Background: an optimization exercise with open tools, aiming at small area and a short achievable clock period. Do not read the settings as production practice. RTL that was checked went through simulation tests only; none was proved equivalent to the original. No activity file was given, so power comes from the tool's default toggle rates.

==> flow/design.v (excerpt) <==
module retire_trace_buffer #(
    parameter int DEPTH = 16
) (
    input  logic                   clk,
    input  logic                   reset,
    input  logic                   trace_en,
    input  logic [31:0]            pc,
    input  logic [31:0]            inst,
    input  logic                   rf_we,
    input  logic [4:0]             rf_waddr,
    input  logic [31:0]            rf_wdata,
    output logic                   overflow,
    output logic [15:0]            drop_count,
    input  logic                   clr_ovf,
    output logic [$clog2(DEPTH):0] level,
    output logic [31:0]            out_data,
    output logic                   out_valid,
    input  logic                   out_ready
);
    localparam int IDX_W = $clog2(DEPTH);
    localparam int LVL_W = IDX_W + 1;
    logic        armed_q;
    logic [31:0] pc_q;
    logic [31:0] inst_q;
    logic        wv_q;
    logic [4:0]  waddr_q;
    logic [31:0] wdata_q;
    logic [IDX_W-1:0] wr_q;
    logic [DEPTH-1:0] rd_q;          
    logic [LVL_W-1:0] level_q;
    logic [3:0]       wc_q;          
  ...
For scale: roughly 3600 cells after synthesis, roughly 1800 flip-flops, ~160 I/O pins, roughly 65000 um^2 of cells after synthesis.
==> module retire_trace_buffer, before the edit <==
module retire_trace_buffer #(
    parameter int DEPTH = 16
) (
    input  logic                   clk,
    input  logic                   reset,
    input  logic                   trace_en,
    input  logic [31:0]            pc,
    input  logic [31:0]            inst,
    input  logic                   rf_we,
    input  logic [4:0]             rf_waddr,
    input  logic [31:0]            rf_wdata,
    output logic                   overflow,
    output logic [15:0]            drop_count,
    input  logic                   clr_ovf,
    output logic [$clog2(DEPTH):0] level,
    output logic [31:0]            out_data,
    output logic                   out_valid,
    input  logic                   out_ready
);
    localparam int IDX_W = $clog2(DEPTH);
    localparam int LVL_W = IDX_W + 1;
    logic        armed_q;
    logic [31:0] pc_q;
    logic [31:0] inst_q;
    logic        wv_q;
    logic [4:0]  waddr_q;
    logic [31:0] wdata_q;
    logic [IDX_W-1:0] wr_q;
    logic [DEPTH-1:0] rd_q;          
    logic [LVL_W-1:0] level_q;
    logic [3:0]       wc_q;          
    logic             valid_q;
    logic [31:0]      out_q;
    logic             overflow_q;
    logic [15:0]      drop_count_q;
    logic [31:0] pc_mem    [DEPTH];
    logic [31:0] inst_mem  [DEPTH];
    logic [4:0]  waddr_mem [DEPTH];
    logic [31:0] wdata_mem [DEPTH];
    logic        pc_chg_s, retire_s, push_req_s, wr_hit_s;
    logic [4:0]  ent_waddr_s;
    logic [31:0] ent_wdata_s;
    logic        full_s, one_s, accept_s, last_s, pop_s, wr_free_s;
    logic [31:0] next_pc_s, head_inst_s, head_wdata_s, next_word_s;
    logic [4:0]  head_waddr_s;
    logic [15:0] drop_inc_s;
    logic [LVL_W-1:0] level_n0, level_n1;
    logic             valid_n0, valid_n1;
    logic [31:0]      out_n0, out_n1;
    logic             wr_adv_n1;
    logic             ovf_n1;
    logic [15:0]      drop_n1;
    always_comb begin
        pc_chg_s    = (pc != pc_q);
        retire_s    = armed_q && pc_chg_s;
        push_req_s  = retire_s && trace_en;
        wr_hit_s    = rf_we && (rf_waddr != 5'd0);
        ent_waddr_s = wr_hit_s ? rf_waddr : (wv_q ? waddr_q : 5'd0);
        ent_wdata_s = wr_hit_s ? rf_wdata : (wv_q ? wdata_q : 32'd0);
        full_s    = level_q[IDX_W];
        one_s     = (level_q == LVL_W'(1));
        last_s    = wc_q[3];
        accept_s  = valid_q && out_ready;
        pop_s     = accept_s && last_s;
        wr_free_s = !full_s || last_s;
        next_pc_s    = 32'd0;
        head_inst_s  = 32'd0;
        head_waddr_s = 5'd0;
        head_wdata_s = 32'd0;
        for (int i = 0; i < DEPTH; i++) begin
            next_pc_s    = next_pc_s    | (pc_mem[i]    & {32{rd_q[(i+DEPTH-1)%DEPTH]}});
            head_inst_s  = head_inst_s  | (inst_mem[i]  & {32{rd_q[i]}});
            head_waddr_s = head_waddr_s | (waddr_mem[i] & {5{rd_q[i]}});
            head_wdata_s = head_wdata_s | (wdata_mem[i] & {32{rd_q[i]}});
        end
        if (wc_q[0])      next_word_s = head_inst_s;
        else if (wc_q[1]) next_word_s = {(head_waddr_s != 5'd0), 26'd0, head_waddr_s};
        else              next_word_s = head_wdata_s;
        level_n0 = pop_s ? level_q - LVL_W'(1) : level_q;
        valid_n0 = valid_q && !(pop_s && one_s);
        if (!valid_q)                out_n0 = 32'd0;
        else if (!out_ready)         out_n0 = out_q;
        else if (!last_s)            out_n0 = next_word_s;
        else if (!one_s)             out_n0 = next_pc_s;
        else                         out_n0 = 32'd0;
        wr_adv_n1 = !full_s || pop_s;
        level_n1  = (full_s || pop_s) ? level_q : level_q + LVL_W'(1);
        valid_n1  = 1'b1;
        if (!valid_q || (pop_s && one_s)) out_n1 = pc_q;    
        else                              out_n1 = out_n0;
        ovf_n1    = overflow_q || !wr_adv_n1;
        drop_inc_s = (drop_count_q == 16'hFFFF) ? drop_count_q : drop_count_q + 16'd1;
        drop_n1   = wr_adv_n1 ? drop_count_q : drop_inc_s;
    end
    always_ff @(posedge clk or negedge reset) begin
        if (!reset) begin
            armed_q      <= 1'b0;
            wv_q         <= 1'b0;
            wr_q         <= '0;
            rd_q         <= DEPTH'(1);
            level_q      <= '0;
            wc_q         <= 4'b0001;
            valid_q      <= 1'b0;
            out_q        <= 32'd0;
            overflow_q   <= 1'b0;
            drop_count_q <= 16'd0;
        end else begin
            armed_q <= 1'b1;
            wv_q    <= !retire_s && (wv_q || wr_hit_s);
            if (push_req_s && wr_adv_n1) wr_q <= wr_q + IDX_W'(1);
            if (pop_s)    rd_q <= {rd_q[DEPTH-2:0], rd_q[DEPTH-1]};
            if (accept_s) wc_q <= {wc_q[2:0], wc_q[3]};
            level_q <= push_req_s ? level_n1 : level_n0;
            valid_q <= push_req_s ? valid_n1 : valid_n0;
            out_q   <= push_req_s ? out_n1   : out_n0;
            if (clr_ovf) begin
                overflow_q   <= 1'b0;
                drop_count_q <= 16'd0;
            end else if (push_req_s) begin
                overflow_q   <= ovf_n1;
                drop_count_q <= drop_n1;
            end
        end
    end
    always_ff @(posedge clk) begin
        pc_q <= pc;
        if (!armed_q || pc_chg_s) inst_q <= inst;
        if (wr_hit_s) begin
            waddr_q <= rf_waddr;
            wdata_q <= rf_wdata;
        end
    end
    always_ff @(posedge clk) begin
        if (wr_free_s) begin
            pc_mem[wr_q]    <= pc_q;
            inst_mem[wr_q]  <= inst_q;
            waddr_mem[wr_q] <= ent_waddr_s;
            wdata_mem[wr_q] <= ent_wdata_s;
        end
    end
    assign out_valid  = valid_q;
    assign out_data   = out_q;
    assign overflow   = overflow_q;
    assign drop_count = drop_count_q;
    assign level      = level_q;
endmodule
Settings: LEC_CHECK=0, CAP_MARGIN=20, CORE_MARGIN=2, CORE_UTILIZATION=60, CTS_CLUSTER_DIAMETER=100, CTS_CLUSTER_SIZE=30, SETUP_SLACK_MARGIN=3.0, SLEW_MARGIN=20; clock period 5.5 ns.
run.sh (not shown) runs the stock make flow with config.mk's settings and CLKGATE_MAP_FILE= SYNTH_SCRIPT=/design/flow/synth_recipe.tcl, a recipe that flattens the netlist after the stock synthesis.
Rerun with:
--- a/flow/design.v
+++ b/flow/design.v
@@ -31,21 +31,24 @@
     logic [3:0]       wc_q;          
     logic             valid_q;
     logic [31:0]      out_q;
     logic             overflow_q;
     logic [15:0]      drop_count_q;
+    logic [DEPTH-1:0] we_q;          
     logic [31:0] pc_mem    [DEPTH];
     logic [31:0] inst_mem  [DEPTH];
     logic [4:0]  waddr_mem [DEPTH];
     logic [31:0] wdata_mem [DEPTH];
     logic        pc_chg_s, retire_s, push_req_s, wr_hit_s;
     logic [4:0]  ent_waddr_s;
     logic [31:0] ent_wdata_s;
-    logic        full_s, one_s, accept_s, last_s, pop_s, wr_free_s;
+    logic        full_s, one_s, accept_s, last_s, pop_s;
     logic [31:0] next_pc_s, head_inst_s, head_wdata_s, next_word_s;
     logic [4:0]  head_waddr_s;
     logic [15:0] drop_inc_s;
+    logic [DEPTH-1:0] wr_dec_s, wr1_dec_s, we_n0, we_n1;
+    logic             last_n_s, free_n0, free_n1;
     logic [LVL_W-1:0] level_n0, level_n1;
     logic             valid_n0, valid_n1;
     logic [31:0]      out_n0, out_n1;
     logic             wr_adv_n1;
     logic             ovf_n1;
@@ -60,11 +63,10 @@
         full_s    = level_q[IDX_W];
         one_s     = (level_q == LVL_W'(1));
         last_s    = wc_q[3];
         accept_s  = valid_q && out_ready;
         pop_s     = accept_s && last_s;
-        wr_free_s = !full_s || last_s;
         next_pc_s    = 32'd0;
         head_inst_s  = 32'd0;
         head_waddr_s = 5'd0;
         head_wdata_s = 32'd0;
         for (int i = 0; i < DEPTH; i++) begin
@@ -89,29 +91,34 @@
         if (!valid_q || (pop_s && one_s)) out_n1 = pc_q;    
         else                              out_n1 = out_n0;
         ovf_n1    = overflow_q || !wr_adv_n1;
         drop_inc_s = (drop_count_q == 16'hFFFF) ? drop_count_q : drop_count_q + 16'd1;
         drop_n1   = wr_adv_n1 ? drop_count_q : drop_inc_s;
+        for (int i = 0; i < DEPTH; i++) begin
+            wr_dec_s[i]  = (wr_q == IDX_W'(i));
+            wr1_dec_s[i] = (wr_q == IDX_W'(i + DEPTH - 1));
+        end
+        last_n_s = accept_s ? wc_q[2] : wc_q[3];
+        free_n0  = !(full_s && !pop_s) || last_n_s;
+        free_n1  = !(full_s || (level_q == LVL_W'(DEPTH - 1) && !pop_s)) || last_n_s;
+        we_n0    = free_n0 ? wr_dec_s : '0;
+        we_n1    = free_n1 ? (wr_adv_n1 ? wr1_dec_s : wr_dec_s) : '0;
     end
     always_ff @(posedge clk or negedge reset) begin
         if (!reset) begin
             armed_q      <= 1'b0;
             wv_q         <= 1'b0;
             wr_q         <= '0;
-            rd_q         <= DEPTH'(1);
             level_q      <= '0;
-            wc_q         <= 4'b0001;
             valid_q      <= 1'b0;
             out_q        <= 32'd0;
             overflow_q   <= 1'b0;
             drop_count_q <= 16'd0;
         end else begin
             armed_q <= 1'b1;
             wv_q    <= !retire_s && (wv_q || wr_hit_s);
             if (push_req_s && wr_adv_n1) wr_q <= wr_q + IDX_W'(1);
-            if (pop_s)    rd_q <= {rd_q[DEPTH-2:0], rd_q[DEPTH-1]};
-            if (accept_s) wc_q <= {wc_q[2:0], wc_q[3]};
             level_q <= push_req_s ? level_n1 : level_n0;
             valid_q <= push_req_s ? valid_n1 : valid_n0;
             out_q   <= push_req_s ? out_n1   : out_n0;
             if (clr_ovf) begin
                 overflow_q   <= 1'b0;
@@ -122,22 +129,32 @@
             end
         end
     end
     always_ff @(posedge clk) begin
         pc_q <= pc;
+        if (!valid_q) begin
+            rd_q <= wr_dec_s;
+            wc_q <= 4'b0001;
+        end else begin
+            if (pop_s)    rd_q <= {rd_q[DEPTH-2:0], rd_q[DEPTH-1]};
+            if (accept_s) wc_q <= {wc_q[2:0], wc_q[3]};
+        end
+        we_q <= push_req_s ? we_n1 : we_n0;
         if (!armed_q || pc_chg_s) inst_q <= inst;
         if (wr_hit_s) begin
             waddr_q <= rf_waddr;
             wdata_q <= rf_wdata;
         end
     end
     always_ff @(posedge clk) begin
-        if (wr_free_s) begin
-            pc_mem[wr_q]    <= pc_q;
-            inst_mem[wr_q]  <= inst_q;
-            waddr_mem[wr_q] <= ent_waddr_s;
-            wdata_mem[wr_q] <= ent_wdata_s;
+        for (int i = 0; i < DEPTH; i++) begin
+            if (we_q[i]) begin
+                pc_mem[i]    <= pc_q;
+                inst_mem[i]  <= inst_q;
+                waddr_mem[i] <= ent_waddr_s;
+                wdata_mem[i] <= ent_wdata_s;
+            end
         end
     end
     assign out_valid  = valid_q;
     assign out_data   = out_q;
     assign overflow   = overflow_q;
The new run ran to the end with no violations; count of clock-buffer cells in the layout goes up by 1; synthesized cell count decreases by 0.77%; wire length went up by 3.3%; cell area came out higher by 2.3%; clock skew hardly moves; final cell count is about the same; area after synthesis climbs by 0.95%; via count rose by 1.8%; total power climbs by 35%; non-clock buffer count came out lower by 18; clock power went up by about 1%; sequential power climbs by about 10%; setup slack degrades by 0.14 ns; global-route usage goes down by 0.18 points.
The RTL of the second run of this note was laid out without a check of its function.

## port drivers added, routing unchanged
Ports are ideal in the flow. The routed layouts listed here were re-timed in OpenROAD.
Step 1 assumes that a clkbuf_16 drives the clock port and a buf_2 every other input.
Step 2 adds t to the input delays and takes it off the output delays; t is the mean of the earliest and latest rising clock arrival at the registers after step 1. Input paths then give back, and output paths get back, about the clock's delay inside the block.
Three values: ideal ports, drivers, drivers and shift; two values: the first two.
run	shift t [ns]	slack for setup (ns)	latest minus earliest clock arrival (ns)	cell pins on the clock port's net
the first run	0.778	2.898 / 2.896 / 2.226	0.033 / 0.033	1
the second run	0.764	2.757 / 2.757 / 2.251	0.027 / 0.027	1
After both steps setup and hold are still met in every run listed. The setup slack of the first run, which loses most, moves by -0.002 ns with the drivers and by -0.672 ns with both steps.
